This design comes from an exercise in tuning for small area, a short achievable clock period and few clock cycles per item on the open sky130 flow, not from production work.
Where RTL was checked, it was by simulation tests only, not by an equivalence proof against the original.
Power and IR drop assume default switching activity.

==> inputs of sierra <==
Design weighted_reaction_selector, start of the top module:
module weighted_reaction_selector #(
    parameter int MAX_REACTIONS = 16
) (
    input  logic         clk,
    input  logic         rst_n,
    input  logic         psel,
    input  logic         penable,
    input  logic         pwrite,
    input  logic [2:0]   paddr,
    input  logic [31:0]  pwdata,
    output logic [31:0]  prdata,
    output logic         pready,
    input  logic         start,
    input  logic [72:0]  cmd_in,      
    output logic         busy,
    output logic         done,
    output logic [41:0]  result_out   
);
==> flow/config.mk <==
export PLATFORM = sky130hd
export DESIGN_NAME = weighted_reaction_selector
export DESIGN_NICKNAME = weighted_reaction_selector
export VERILOG_FILES = /design/flow/design.v
export SDC_FILE = /design/flow/constraint.sdc
export NUM_CORES = 4
export LEC_CHECK = 0
export ABC_CLOCK_PERIOD_IN_PS = 4500
export CAP_MARGIN = 20
export CORE_MARGIN = 2
export CORE_UTILIZATION = 40
export SETUP_SLACK_MARGIN = 5
export SLEW_MARGIN = 20
==> flow/constraint.sdc <==
create_clock -name core_clock -period 9.5 [get_ports {clk}]
set_input_delay 1.9000 -clock core_clock [delete_from_list [all_inputs] [get_ports {clk}]]
set_output_delay 1.9000 -clock core_clock [all_outputs]
set_load 0.01 [all_outputs]
run.sh (not shown) runs the stock make flow with config.mk's settings and CLKGATE_MAP_FILE= SYNTH_SCRIPT=/design/flow/synth_recipe.tcl, a recipe that flattens the netlist after the stock synthesis.
==> cedar: changes against sierra <==
--- a/flow/design.v
+++ b/flow/design.v
@@ -103,54 +103,50 @@
             bk_add = p0 ^ {g[34:0], 1'b0};
         end
     endfunction
     logic [RW-1:0] rate_q [16];
     logic [15:0]   valid_q;
-    logic [RW-1:0] rate_rd [16];
-    always_comb
-    begin
-        for (int k = 0; k < 16; k++)
-        begin
-            rate_rd[k] = valid_q[k] ? rate_q[k] : '0;
-        end
-    end
     logic [33:0] base1_q;
     logic [34:0] base2_q;
     logic [35:0] base3_q;
     logic [35:0] tot_q;
     logic [4:0] new_n;
     logic [1:0] new_g;
     logic [2:0] new_m;
-    logic [3:0] rc_idx;
-    logic [2:0] rc_left;
-    logic       rc_busy;
+    logic [15:0] rc_hot;     
+    logic [2:0]  rc_left;
+    logic        rc_busy;
     assign new_n   = pwdata[4] ? 5'd16 : pwdata[4:0];
     assign new_g   = new_n[4] ? 2'd3 : new_n[3:2];
     assign new_m   = new_n[4] ? 3'd4 : {1'b0, new_n[1:0]};
     assign rc_busy = (rc_left != 3'd0);
     assign busy    = rc_busy;
     always_ff @(posedge clk or negedge rst_n)
     begin
         if (!rst_n)
         begin
             rc_left <= 3'd0;
-            rc_idx  <= 4'd0;
+            rc_hot  <= 16'd0;
         end
         else if (cfg_wr)
         begin
             rc_left <= new_m;
-            rc_idx  <= {new_g, 2'd0};
+            for (int k = 0; k < 16; k++)
+            begin
+                rc_hot[k] <= (new_m != 3'd0) && ({new_g, 2'd0} == 4'(k));
+            end
         end
         else if (rc_busy)
         begin
             rc_left <= rc_left - 3'd1;
-            rc_idx  <= rc_idx + 4'd1;
+            rc_hot  <= (rc_left == 3'd1) ? 16'd0 : {rc_hot[14:0], 1'b0};
         end
     end
     logic        accept;
     logic        a_v;
     logic [72:0] a_cmd;
+    logic [15:0] a_hot;      
     assign accept = start && !busy;
     always_ff @(posedge clk or negedge rst_n)
     begin
         if (!rst_n)
         begin
@@ -162,10 +158,14 @@
         end
     end
     always_ff @(posedge clk)
     begin
         a_cmd <= cmd_in;
+        for (int k = 0; k < 16; k++)
+        begin
+            a_hot[k] <= accept && (cmd_in[71:68] == 4'(k));
+        end
     end
     logic          a_op;
     logic [3:0]    a_idx;
     logic [RW-1:0] a_rate;
     logic [PW-1:0] a_pt;
@@ -178,16 +178,25 @@
     logic [3:0]    b_idx;
     logic [RW-1:0] b_rate;
     logic [PW-1:0] b_data;
     logic          b_wr;
     assign b_wr = b_v && (b_op == wrs_pkg::OP_WRITE);
-    logic [3:0]    a_ridx;
+    logic          a_fwd;
+    logic [RW-1:0] a_tab;
     logic [RW-1:0] a_old;
     logic [32:0]   delta;
-    assign a_ridx = rc_busy ? rc_idx : a_idx;
-    assign a_old  = (b_wr && (b_idx == a_ridx)) ? b_rate : rate_rd[a_ridx];
-    assign delta  = {1'b0, a_rate} - {1'b0, a_old};
+    assign a_fwd = b_wr && (b_idx == a_idx);
+    always_comb
+    begin
+        a_tab = '0;
+        for (int k = 0; k < 16; k++)
+        begin
+            a_tab = a_tab | ((valid_q[k] && (a_hot[k] || rc_hot[k])) ? rate_q[k] : '0);
+        end
+    end
+    assign a_old = a_fwd ? b_rate : a_tab;
+    assign delta = {1'b0, a_rate} - {1'b0, a_old};
     always_ff @(posedge clk or negedge rst_n)
     begin
         if (!rst_n)
         begin
             b_v  <= 1'b0;
@@ -217,20 +226,44 @@
             b_data <= a_pt;
         end
     end
     logic        b_act;
     logic [35:0] tot_upd;
-    logic        c1, c2, c3;
+    logic [36:0] d1, d2, d3;
     logic        b_beyond;
-    logic [1:0]  b_g;
+    logic [3:0]  b_ghot;
+    logic [35:0] b_rest;
     assign b_act   = ({1'b0, b_idx} < n_act);
     assign tot_upd = bk_add(tot_q, ((b_wr && b_act) || b_rc) ? b_data : 36'd0);
-    assign c1 = ({2'b0, base1_q} <= b_data);
-    assign c2 = ({1'b0, base2_q} <= b_data);
-    assign c3 = (base3_q <= b_data);
-    assign b_g = c3 ? 2'd3 : (c2 ? 2'd2 : (c1 ? 2'd1 : 2'd0));
+    assign d1 = {1'b0, b_data} - {3'b0, base1_q};
+    assign d2 = {1'b0, b_data} - {2'b0, base2_q};
+    assign d3 = {1'b0, b_data} - {1'b0, base3_q};
     assign b_beyond = (b_data >= tot_q);
+    always_comb
+    begin
+        b_ghot = 4'b0000;
+        if (!d3[36])
+        begin
+            b_ghot[3] = 1'b1;
+            b_rest    = d3[35:0];
+        end
+        else if (!d2[36])
+        begin
+            b_ghot[2] = 1'b1;
+            b_rest    = d2[35:0];
+        end
+        else if (!d1[36])
+        begin
+            b_ghot[1] = 1'b1;
+            b_rest    = d1[35:0];
+        end
+        else
+        begin
+            b_ghot[0] = 1'b1;
+            b_rest    = b_data;
+        end
+    end
     always_ff @(posedge clk)
     begin
         for (int k = 0; k < 16; k++)
         begin
             if (b_wr && (b_idx == 4'(k)))
@@ -277,12 +310,12 @@
         end
     end
     logic        c_v;
     logic        c_op;
     logic        c_beyond;
-    logic [1:0]  c_g;
-    logic [35:0] c_data;
+    logic [3:0]  c_ghot;
+    logic [35:0] c_rest;
     always_ff @(posedge clk or negedge rst_n)
     begin
         if (!rst_n)
         begin
             c_v <= 1'b0;
@@ -294,47 +327,44 @@
     end
     always_ff @(posedge clk)
     begin
         c_op     <= b_op;
         c_beyond <= b_beyond;
-        c_g      <= b_g;
-        c_data   <= (b_op == wrs_pkg::OP_WRITE) ? tot_upd : b_data;
+        c_ghot   <= b_ghot;
+        c_rest   <= b_rest;
     end
-    logic [35:0]   c_base;
     logic [RW-1:0] r0, r1, r2;
+    logic [1:0]    c_g;
     logic          e1, e2, e3;
     logic [1:0]    c_cnt;
     always_comb
     begin
-        case (c_g)
-            2'd0:    c_base = 36'd0;
-            2'd1:    c_base = {2'b0, base1_q};
-            2'd2:    c_base = {1'b0, base2_q};
-            default: c_base = base3_q;
-        endcase
-    end
-    logic [37:0] x1, x2, n0, n1, n2;
-    logic [37:0] y1, y2, z1, z2, u1, u2;
-    logic [37:0] f1, f2, f3;
-    assign r0 = rate_rd[{c_g, 2'd0}];
-    assign r1 = rate_rd[{c_g, 2'd1}];
-    assign r2 = rate_rd[{c_g, 2'd2}];
-    assign x1 = {2'b0, c_data};
-    assign x2 = ~{2'b0, c_base};
+        r0 = '0;
+        r1 = '0;
+        r2 = '0;
+        for (int g = 0; g < 4; g++)
+        begin
+            r0 = r0 | ((valid_q[4 * g + 0] && c_ghot[g]) ? rate_q[4 * g + 0] : '0);
+            r1 = r1 | ((valid_q[4 * g + 1] && c_ghot[g]) ? rate_q[4 * g + 1] : '0);
+            r2 = r2 | ((valid_q[4 * g + 2] && c_ghot[g]) ? rate_q[4 * g + 2] : '0);
+        end
+    end
+    assign c_g = {c_ghot[3] || c_ghot[2], c_ghot[3] || c_ghot[1]};
+    logic [37:0] x1, n0, n1, n2;
+    logic [37:0] z1, z2, u1, u2;
+    logic [37:0] f2, f3;
+    assign x1 = {2'b0, c_rest};
     assign n0 = ~{6'b0, r0};
     assign n1 = ~{6'b0, r1};
     assign n2 = ~{6'b0, r2};
-    assign y1 = x1 ^ x2 ^ n0;
-    assign y2 = {(x1[36:0] & x2[36:0]) | (x1[36:0] & n0[36:0]) | (x2[36:0] & n0[36:0]), 1'b1};
-    assign z1 = y1 ^ y2 ^ n1;
-    assign z2 = {(y1[36:0] & y2[36:0]) | (y1[36:0] & n1[36:0]) | (y2[36:0] & n1[36:0]), 1'b1};
+    assign z1 = x1 ^ n0 ^ n1;
+    assign z2 = {(x1[36:0] & n0[36:0]) | (x1[36:0] & n1[36:0]) | (n0[36:0] & n1[36:0]), 1'b1};
     assign u1 = z1 ^ z2 ^ n2;
     assign u2 = {(z1[36:0] & z2[36:0]) | (z1[36:0] & n2[36:0]) | (z2[36:0] & n2[36:0]), 1'b1};
-    assign f1 = y1 + y2 + 38'd1;
     assign f2 = z1 + z2 + 38'd1;
     assign f3 = u1 + u2 + 38'd1;
-    assign e1 = !f1[37];
+    assign e1 = ({4'b0, r0} <= c_rest);
     assign e2 = !f2[37];
     assign e3 = !f3[37];
     assign c_cnt = e3 ? 2'd3 : (e2 ? 2'd2 : (e1 ? 2'd1 : 2'd0));
     logic        done_reg;
     logic [41:0] result_reg;
@@ -351,11 +381,11 @@
     end
     always_ff @(posedge clk)
     begin
         if (c_op == wrs_pkg::OP_WRITE)
         begin
-            result_reg <= {wrs_pkg::IDX_W'(0), c_data, wrs_pkg::STATUS_WRITTEN};
+            result_reg <= {wrs_pkg::IDX_W'(0), tot_q, wrs_pkg::STATUS_WRITTEN};
         end
         else if (c_beyond)
         begin
             result_reg <= {wrs_pkg::IDX_W'(0), tot_q, wrs_pkg::STATUS_BEYOND};
         end
- ABC_CLOCK_PERIOD_IN_PS: 4500 -> unset
==> results.txt <==
sierra completed with no timing, DRC or antenna violations. cedar completed with no timing, DRC or antenna violations. Against sierra, the clock power of cedar is smaller by about 3%. Between sierra and cedar, the lower combinational power is in cedar (gap 48%, measured against cedar). In sierra the via count is larger than in cedar, by about 8%. Against sierra, the cell count of cedar is lower by 2.9%. Of cedar and sierra, sierra has the higher synthesized area (gap 0.32%, measured against sierra). Against sierra, the setup slack of cedar is better by 0.040 ns. In cedar the critical path depth is higher than in sierra, by 1. Of sierra and cedar, cedar has the higher maximum frequency (gap 0.73%, measured against cedar).
Testbench counts of cedar, summed over its fixed seeds: cycles 6,672, items 6,630.
For sierra, only the layout was checked, not whether the RTL still works.

[port drivers added, routing unchanged]
How much do the figures lean on ideal ports? The routed layouts below were timed once more, with nothing changed but the port constraints. Step 1 (the two cells are an assumption about what drives the block):
set clk [get_ports {clk}]
set_driving_cell -lib_cell sky130_fd_sc_hd__clkbuf_16 $clk
set_driving_cell -lib_cell sky130_fd_sc_hd__buf_2 [delete_from_list [all_inputs] $clk]
Step 2, shift: input delay + t, output delay - t, t = (earliest + latest rising clock arrival at the registers) / 2. This alone moves slack from input paths to output paths. Three values: ideal, step 1, step 2; two values: the first two.
run	shift t [ns]	setup WS [ns]	worst setup path at the end	worst slew at a driven data input, ns	cell pins on the clock port's net
sierra	0.792	4.014 / 4.014 / 4.014	register to register	0.07	1
cedar	0.770	4.055 / 4.055 / 4.055	register to register	0.06	1
After both steps setup and hold are still met in every run listed.
